What follows belongs to an exercise in optimizing a design on an open flow for small area; a production flow would make more cautious choices.
In this exercise RTL edits were held to simulation tests only and were not proved equivalent to the original.
Power figures rest on the tool's default switching activity, not on a simulated workload. The flow treats the clock pin as an ideal source, which a real chip does not have.

Design nodeReturnPath, start of the top module:
module nodeReturnPath #(
	parameter int TickScale = 20,
	parameter int FifoDepth = 16
) (
	input logic EXTCLK,
	input logic reset,
	input logic msgrResetReq,
	input logic contextResetReq,
	input logic intReq,
	input logic intAck,
	input logic intEnable,
	input logic coreEmpty,
	input logic msgBreakpoint,
	input logic streamWrite,
	input logic [nodeReturnPkg::WordWidth-1:0] streamWord,
	input logic netWrite,
	input logic [nodeReturnPkg::WordWidth-1:0] netWord,
	input logic localReady,
	input logic [nodeReturnPkg::WordWidth-1:0] localWord,
	output logic localRead,
	output logic coreReady,
	output logic [nodeReturnPkg::WordWidth-1:0] coreWord,
	output logic tick,
	output logic coreStop,
	output logic msgIntReq
);
==> flow/config.mk <==
export PLATFORM = sky130hd
export DESIGN_NAME = nodeReturnPath
export DESIGN_NICKNAME = nodeReturnPath
export VERILOG_FILES = /design/flow/design.v
export SDC_FILE = /design/flow/constraint.sdc
export NUM_CORES = 4
export LEC_CHECK = 0
export CAP_MARGIN = 20
export CORE_MARGIN = 2
export CORE_UTILIZATION = 60
export CTS_BUF_LIST = sky130_fd_sc_hd__clkbuf_16
export CTS_CLUSTER_DIAMETER = 60
export CTS_CLUSTER_SIZE = 40
export PLACE_DENSITY = 0.7
export SLEW_MARGIN = 20
==> flow/constraint.sdc <==
create_clock -name core_clock -period 4.5 [get_ports {EXTCLK}]
set_input_delay 0.9000 -clock core_clock [delete_from_list [all_inputs] [get_ports {EXTCLK}]]
set_output_delay 0.9000 -clock core_clock [all_outputs]
set_load 0.01 [all_outputs]
standard.sh (not shown) runs the stock make flow with config.mk's settings and CLKGATE_MAP_FILE= SYNTH_SCRIPT=/design/flow/synth_recipe.tcl, a recipe that flattens the netlist after the stock synthesis.
==> flow/flow/run.sh <==
#!/bin/bash
# The standard layout, with plain buf_1 cells as the port buffers in place of
# the delay buffers buffer_ports picks by itself.
set -euo pipefail
bash standard.sh "BUFFER_PORTS_ARGS=-buffer_cell sky130_fd_sc_hd__buf_1" finish > standard.log 2>&1
The first run finished with timing, DRC and antenna clean.
==> next run, changes <==
CTS_CLUSTER_DIAMETER = 80   (was 60)
CTS_CLUSTER_SIZE = 30   (was 40)
Clock-buffer cell count came out lower by 34.
Routed wire length fell slightly.
Final area went down by a few percent.
Utilization fell by 1.9 points.
Power drops by roughly a tenth.
Cell count goes down slightly.
Synthesized area stays the same.
Clock skew barely changes.
Worst setup slack got worse by 13 ps.
Flip-flop and latch count stays the same.
==> next run, changes <==
CORE_UTILIZATION = 75   (was 60)
PLACE_DENSITY = 0.85   (was 0.7)
Outcome: Fmax shrinks by a little under a tenth. Power shrinks slightly. Wire length grows slightly. Die area shrinks by about a fifth. Global-route usage grows by 7.4 points. Core utilization grows by 16 points. Final area shrinks slightly. Via count grows by a few percent. Hold slack improves by 7.5 ps.
==> next run, changes <==
CAP_MARGIN = 0   (was 20)
CORE_UTILIZATION = 60   (was 75)
PLACE_DENSITY = 0.7   (was 0.85)
SLEW_MARGIN = 0   (was 20)
- The new run completed without violations
- routed wire length is lower by 1.6%
- via count went down by 3.0%
- final area grows by 0.61%
- register-to-register slack gains 40 ps
- area after synthesis stays the same
- count of clock-buffer cells in the layout climbs by 1
- combinational power shrinks by about 3%
- clock skew climbs by 3.2 ps
- power rises by 0.44%
- die area rose by 25%


## v19
Another version of the RTL of nodeReturnPath (not shown whole).
For scale: ~320 I/O pins, about 0.049 sq mm of cells after synthesis.
clock: 4.5 ns
lec_check: 0
cap_margin: 20
core_margin: 2
core_utilization: 60
cts_buf_list: sky130_fd_sc_hd__clkbuf_4 sky130_fd_sc_hd__clkbuf_8
place_density: 0.7
slew_margin: 20
Scripts as last shown in full above: flow/flow/run.sh
v19 had finished all stages when the layout checks came back failing, citing antenna violations.
Relative to v19, the following input files were edited for v5:
- swapping sky130_fd_sc_hd__clkbuf_4 sky130_fd_sc_hd__clkbuf_8 for sky130_fd_sc_hd__clkbuf_16 in CTS_BUF_LIST
- putting CTS_CLUSTER_DIAMETER at 80 where nothing was set
- putting CTS_CLUSTER_SIZE at 30 where nothing was set
Findings:
v5 closes out successfully: all stages finished, all timing, DRC and antenna checks passed. Multi-input gate share of total cell area in v5 vs v19: up 0.74 points. Power consumption went down by more than 10% going from v19 to v5. Re layout overhead on the synthesized area: v19 was higher than v5. Compared with v19, in v5 clock network power share shows a reduction of 12 points; global routing usage summed across all routing layers shows a reduction of 1.1 points. Worst-margin pin slew (v5 over v19): increase, 0.013 ns. v19 → v5: post-route cell area decreased 0.0027 sq mm; routed wire length decreased 2.6%. Sort v5 and v19 by data arrival time of the critical path asc -> top: v5.
The following lists how v47 was set up differently from v5:
- CTS_CLUSTER_DIAMETER removed (was 80)
- CORE_UTILIZATION changed from 60 to 45
- CTS_CLUSTER_SIZE removed (was 30)
- PLACE_DENSITY changed from 0.7 to 0.6
- CTS_BUF_LIST removed (was sky130_fd_sc_hd__clkbuf_16)
==> flow/run.sh (new file) <==
#!/bin/bash
# synth_recipe.tcl (not shown) runs the flow's synth.tcl, then flattens the netlist and writes it again
# the make line also repeats each setting of config.mk as NAME=value (left out here)
make -C /OpenROAD-flow-scripts/flow DESIGN_CONFIG=/design/flow/config.mk WORK_HOME=/design/flow/orfs CLKGATE_MAP_FILE= SYNTH_SCRIPT=/design/flow/synth_recipe.tcl finish
removed: flow/flow/run.sh
removed: flow/standard.sh
- The flow completed for v47, but it is not clean: the layout still shows antenna violations.
- Sort v47 and v5 by overall routing resource usage, ascending, and v47 comes first.
- Compared with v5, v47 improves number of DRC markers after the initial detailed-route iteration.
- Going from v5 to v47, the number of buffers outside the clock class in the layout was found to have gone up by 0.79%.
- Via count of v47 exceeds that of v5 slightly.
- Number of clock buffers inserted by TritonCTS on v47 is up relative to v5.
- According to the power report, total power for v47 is higher than for v5.
- Time the final worst path needs with I/O delays and setup (lower): v5
- Register-to-register setup slack sits lower in v47 than in v5.
- Compared with v5, v47 shows a lower met2 global-route usage.
--- input diff v47..v2 ---
- setting CTS_BUF_LIST to sky130_fd_sc_hd__clkbuf_8 for the first time
- changing PLACE_DENSITY from 0.6 to 0.7
- setting CTS_CLUSTER_DIAMETER to 50 for the first time
- setting CTS_CLUSTER_SIZE to 20 for the first time
- changing CORE_UTILIZATION from 45 to 60
==> flow/flow/run.sh (new file) <==
#!/bin/bash
# The standard layout, with plain buf_1 cells as the port buffers in place of
# the delay buffers buffer_ports picks by itself.
set -euo pipefail
bash standard.sh "BUFFER_PORTS_ARGS=-buffer_cell sky130_fd_sc_hd__buf_1" finish > standard.log 2>&1
==> flow/standard.sh (new file) <==
#!/bin/bash
# synth_recipe.tcl (not shown) runs the flow's synth.tcl, then flattens the netlist and writes it again
# the make line also repeats each setting of config.mk as NAME=value (left out here)
make -C /OpenROAD-flow-scripts/flow DESIGN_CONFIG=/design/flow/config.mk WORK_HOME=/design/flow/orfs CLKGATE_MAP_FILE= SYNTH_SCRIPT=/design/flow/synth_recipe.tcl "${@:-finish}"
removed: flow/run.sh
Notes after the runs:
v2 was carried through to the last stage, and its layout satisfied the timing, DRC and antenna checks.
v2 reports a lower number of buffers created by CTS than v47 does.
The higher via count of v2 and v47 is in v2.
Summary: with v47 as the reference, combinational-cell power consumption in v2 moved down by more than a quarter.
The power of v2 was superior to that of v47.
Going from v47 to v2, the first-pass iteration count of the detailed router was found to have gone up by 3.
Diff v47..v2 | count of buffers from port buffering | unchanged
After detailed routing, v47 needs more wire than v2.
Sort v2 and v47 by largest stage delay on the critical path, descending, and v47 comes first.
Diff v2 and v47: share of total power in combinational logic higher in v47
### v2 -> v55
- swapping sky130_fd_sc_hd__clkbuf_8 for sky130_fd_sc_hd__clkbuf_4 sky130_fd_sc_hd__clkbuf_8 in CTS_BUF_LIST
- clearing CTS_CLUSTER_DIAMETER, which used to be 50
- clearing CTS_CLUSTER_SIZE, which used to be 20
==> flow/run.sh (new file) <==
#!/bin/bash
# synth_recipe.tcl (not shown) runs the flow's synth.tcl, then flattens the netlist and writes it again
# the make line also repeats each setting of config.mk as NAME=value (left out here)
make -C /OpenROAD-flow-scripts/flow DESIGN_CONFIG=/design/flow/config.mk WORK_HOME=/design/flow/orfs CLKGATE_MAP_FILE= SYNTH_SCRIPT=/design/flow/synth_recipe.tcl finish
removed: flow/flow/run.sh
removed: flow/standard.sh
Findings:
Re global-route met1 utilization: v2 was lower than v55.
Maximum frequency went down by a few percent going from v2 to v55.
Looking at final non-filler cell area, v55 sits 6.9% above v2.
Antenna diode count: v55 > v2
Relative to v2, critical path depth in cells has decreased by 1 in v55.
Looking at aggregate routed wire length across both flows, v55 is the weaker of the two, with v2 ahead.
v2 → v55: areal power density over the cells rose about 6.5%, total track usage rose 1.1 points.


lane 1:
Another version of the RTL of nodeReturnPath (not shown whole).
Size in the first run: ~2,100 cells after synthesis, roughly 1,400 flip-flops, roughly 320 I/O pins.
clock: 4.5 ns
lec_check: 0
cap_margin: 20
core_margin: 2
core_utilization: 60
cts_buf_list: sky130_fd_sc_hd__clkbuf_8 sky130_fd_sc_hd__clkbuf_16
cts_cluster_diameter: 80
cts_cluster_size: 30
place_density: 0.7
slew_margin: 20
==> flow/flow/run.sh <==
#!/bin/bash
# The standard layout with two changes:
#  - synthesis maps the logic with flow/area.abc, an area-first ABC script,
#    in place of ORFS's delay-first abc_speed.script (everything else in the
#    synthesis script, registers included, is the standard flow's own synth_recipe.tcl);
#  - port buffers are plain buf_1 cells in place of the delay buffers
#    buffer_ports picks by itself.
set -euo pipefail
work=$(pwd)
{
	head -n 1 synth_recipe.tcl
	echo 'proc abc {args} {'
	echo '	set i [lsearch -exact $args -script]'
	echo "	if {\$i >= 0} { lset args [expr {\$i + 1}] $work/flow/area.abc }"
	echo '	yosys abc {*}$args'
	echo '}'
	tail -n +2 synth_recipe.tcl
} > area_synth.tcl
bash standard.sh "SYNTH_SCRIPT=$work/area_synth.tcl" \
	"BUFFER_PORTS_ARGS=-buffer_cell sky130_fd_sc_hd__buf_1" finish > standard.log 2>&1
==> flow/flow/area.abc <==
&get -n
&st
&nf -R 1000 -p
&put
Lane 1 | stages: all done | timing, DRC, antenna: all pass
Edits applied to the flow inputs when going from lane 1 to lane 2:
Settings: changing CTS_BUF_LIST from sky130_fd_sc_hd__clkbuf_8 sky130_fd_sc_hd__clkbuf_16 to sky130_fd_sc_hd__clkbuf_16.
==> flow/flow/run.sh <==
#!/bin/bash
# The standard layout with three changes:
#  - synthesis maps the logic with flow/area.abc, an area-first ABC script,
#    in place of ORFS's delay-first abc_speed.script (everything else in the
#    synthesis script, registers included, is the standard flow's own synth_recipe.tcl);
#  - port buffers are plain buf_1 cells in place of the delay buffers
#    buffer_ports picks by itself;
#  - clock tree synthesis adds no dummy loads.
set -euo pipefail
work=$(pwd)
{
	head -n 1 synth_recipe.tcl
	echo 'proc abc {args} {'
	echo '	set i [lsearch -exact $args -script]'
	echo "	if {\$i >= 0} { lset args [expr {\$i + 1}] $work/flow/area.abc }"
	echo '	yosys abc {*}$args'
	echo '}'
	tail -n +2 synth_recipe.tcl
} > area_synth.tcl
bash standard.sh "SYNTH_SCRIPT=$work/area_synth.tcl" \
	"BUFFER_PORTS_ARGS=-buffer_cell sky130_fd_sc_hd__buf_1" \
	"CTS_ARGS=-sink_clustering_enable -repair_clock_nets -sink_clustering_size 30 -sink_clustering_max_diameter 80 -buf_list sky130_fd_sc_hd__clkbuf_16 -dont_use_dummy_load" \
	finish > standard.log 2>&1
Findings:
Lane 1 -> lane 2: fill cell total of the finished layout flat. Per the comparison of lane 2 with lane 1, total non-filler cell area in the finished layout now sits lower, static leakage now sits lower, net switching power figure now sits lower, global-route track usage on met1 now sits at about the same level, global-route wire length before repair now sits at about the same level. Global routing usage summed across all routing layers of lane 2 is on par with lane 1. Going from lane 1 to lane 2, the routed metal-1 wire length was found to have gone up by 170 um. Looking at final worst slack, lane 2 sits 0.022 ns below lane 1. Comparing lane 1 against lane 2, there is no change at all in total number of H-tree levels.


nodeReturnPath again, from the RTL that the note above started with.
==> flow/config.mk <==
export PLATFORM = sky130hd
export DESIGN_NAME = nodeReturnPath
export DESIGN_NICKNAME = nodeReturnPath
export VERILOG_FILES = /design/flow/design.v
export SDC_FILE = /design/flow/constraint.sdc
export NUM_CORES = 4
export LEC_CHECK = 0
export CAP_MARGIN = 20
export CORE_MARGIN = 2
export CORE_UTILIZATION = 60
export CTS_BUF_LIST = sky130_fd_sc_hd__clkbuf_16
export CTS_CLUSTER_DIAMETER = 80
export CTS_CLUSTER_SIZE = 30
export PLACE_DENSITY = 0.7
export SLEW_MARGIN = 20
==> flow/constraint.sdc <==
create_clock -name core_clock -period 4.5 [get_ports {EXTCLK}]
set_input_delay 0.9000 -clock core_clock [delete_from_list [all_inputs] [get_ports {EXTCLK}]]
set_output_delay 0.9000 -clock core_clock [all_outputs]
set_load 0.01 [all_outputs]
==> flow/flow/run.sh <==
#!/bin/bash
# The standard layout with two changes:
#  - synthesis maps the logic with flow/area.abc, an area-first ABC script,
#    in place of ORFS's delay-first abc_speed.script (everything else in the
#    synthesis script, registers included, is the standard flow's own synth_recipe.tcl);
#  - port buffers are plain buf_1 cells in place of the delay buffers
#    buffer_ports picks by itself;
#  - clock tree synthesis adds no dummy loads.
set -euo pipefail
work=$(pwd)
{
	head -n 1 synth_recipe.tcl
	echo 'proc abc {args} {'
	echo '	set i [lsearch -exact $args -script]'
	echo "	if {\$i >= 0} { lset args [expr {\$i + 1}] $work/flow/area.abc }"
	echo '	yosys abc {*}$args'
	echo '}'
	tail -n +2 synth_recipe.tcl
} > area_synth.tcl
bash standard.sh "SYNTH_SCRIPT=$work/area_synth.tcl" \
	"BUFFER_PORTS_ARGS=-buffer_cell sky130_fd_sc_hd__buf_1" \
	"CTS_ARGS=-sink_clustering_enable -repair_clock_nets -sink_clustering_size 30 -sink_clustering_max_diameter 80 -buf_list sky130_fd_sc_hd__clkbuf_16 -dont_use_dummy_load" \
	finish > standard.log 2>&1
Scripts as last shown in full above: flow/flow/area.abc
Then changed:
--- a/flow/flow/run.sh
+++ b/flow/flow/run.sh
@@ -6,4 +6,3 @@
 #  - port buffers are plain buf_1 cells in place of the delay buffers
-#    buffer_ports picks by itself;
-#  - clock tree synthesis adds no dummy loads.
+#    buffer_ports picks by itself.
 set -euo pipefail
@@ -20,4 +19,2 @@
 bash standard.sh "SYNTH_SCRIPT=$work/area_synth.tcl" \
-	"BUFFER_PORTS_ARGS=-buffer_cell sky130_fd_sc_hd__buf_1" \
-	"CTS_ARGS=-sink_clustering_enable -repair_clock_nets -sink_clustering_size 30 -sink_clustering_max_diameter 80 -buf_list sky130_fd_sc_hd__clkbuf_16 -dont_use_dummy_load" \
-	finish > standard.log 2>&1
+	"BUFFER_PORTS_ARGS=-buffer_cell sky130_fd_sc_hd__buf_1" finish > standard.log 2>&1
- CORE_UTILIZATION: 60 -> 70
- CTS_CLUSTER_DIAMETER: 80 -> 70
- CTS_CLUSTER_SIZE: 30 -> 32
- PLACE_DENSITY: 0.7 -> 0.8
What happened: Clock power goes up by 8.8%; setup slack gets worse by 0.48 ns; core utilization went up by 12 points; die area decreases by about 14%; global-route usage rose by 4.1 points; power climbs by 2.4%; wire length went down by 0.67%.

==> separate check: timing with driven ports <==
How much do the figures lean on ideal ports? The routed layouts below were timed once more, with nothing changed but the port constraints. Step 1, drivers: a clkbuf_16 drives EXTCLK and a buf_2 each remaining input, both assumed. Step 2 times the ports against the registers' clock, not the clock port: input delays grow and output delays shrink by t, the midpoint of the rising clock arrivals with the driver on. Three values: ideal ports, drivers, drivers and shift; two values: the first two.
run	shift t [ns]	setup slack, ns	worst setup path at the end	worst slew at a driven data input, ns
the first run of note 1	0.719	1.402 / 1.331 / 1.205	input to register	0.07
the second run of note 1	0.714	1.389 / 1.317 / 1.228	input to register	0.07
the third run of note 1	0.706	1.081 / 1.016 / 1.225	input to register	0.05
the fourth run of note 1	0.714	1.389 / 1.317 / 1.228	input to register	0.07
v19	0.909	0.562 / 0.494 / 1.201	register to register	0.12
v5	0.716	0.697 / 0.632 / 1.166	register to register	0.12
v47	0.802	0.446 / 0.374 / 0.858	register to register	0.15
v2	0.830	0.595 / 0.529 / 1.178	register to register	0.14
v55	0.915	0.369 / 0.302 / 0.947	input to register	0.13
lane 1	0.713	1.651 / 1.631 / 1.273	input to register	0.07
lane 2	0.716	1.629 / 1.625 / 1.212	input to register	0.07
the first run of note 4	0.716	1.629 / 1.625 / 1.212	input to register	0.07
the second run of note 4	0.705	1.153 / 1.091 / 1.427	input to register	0.14
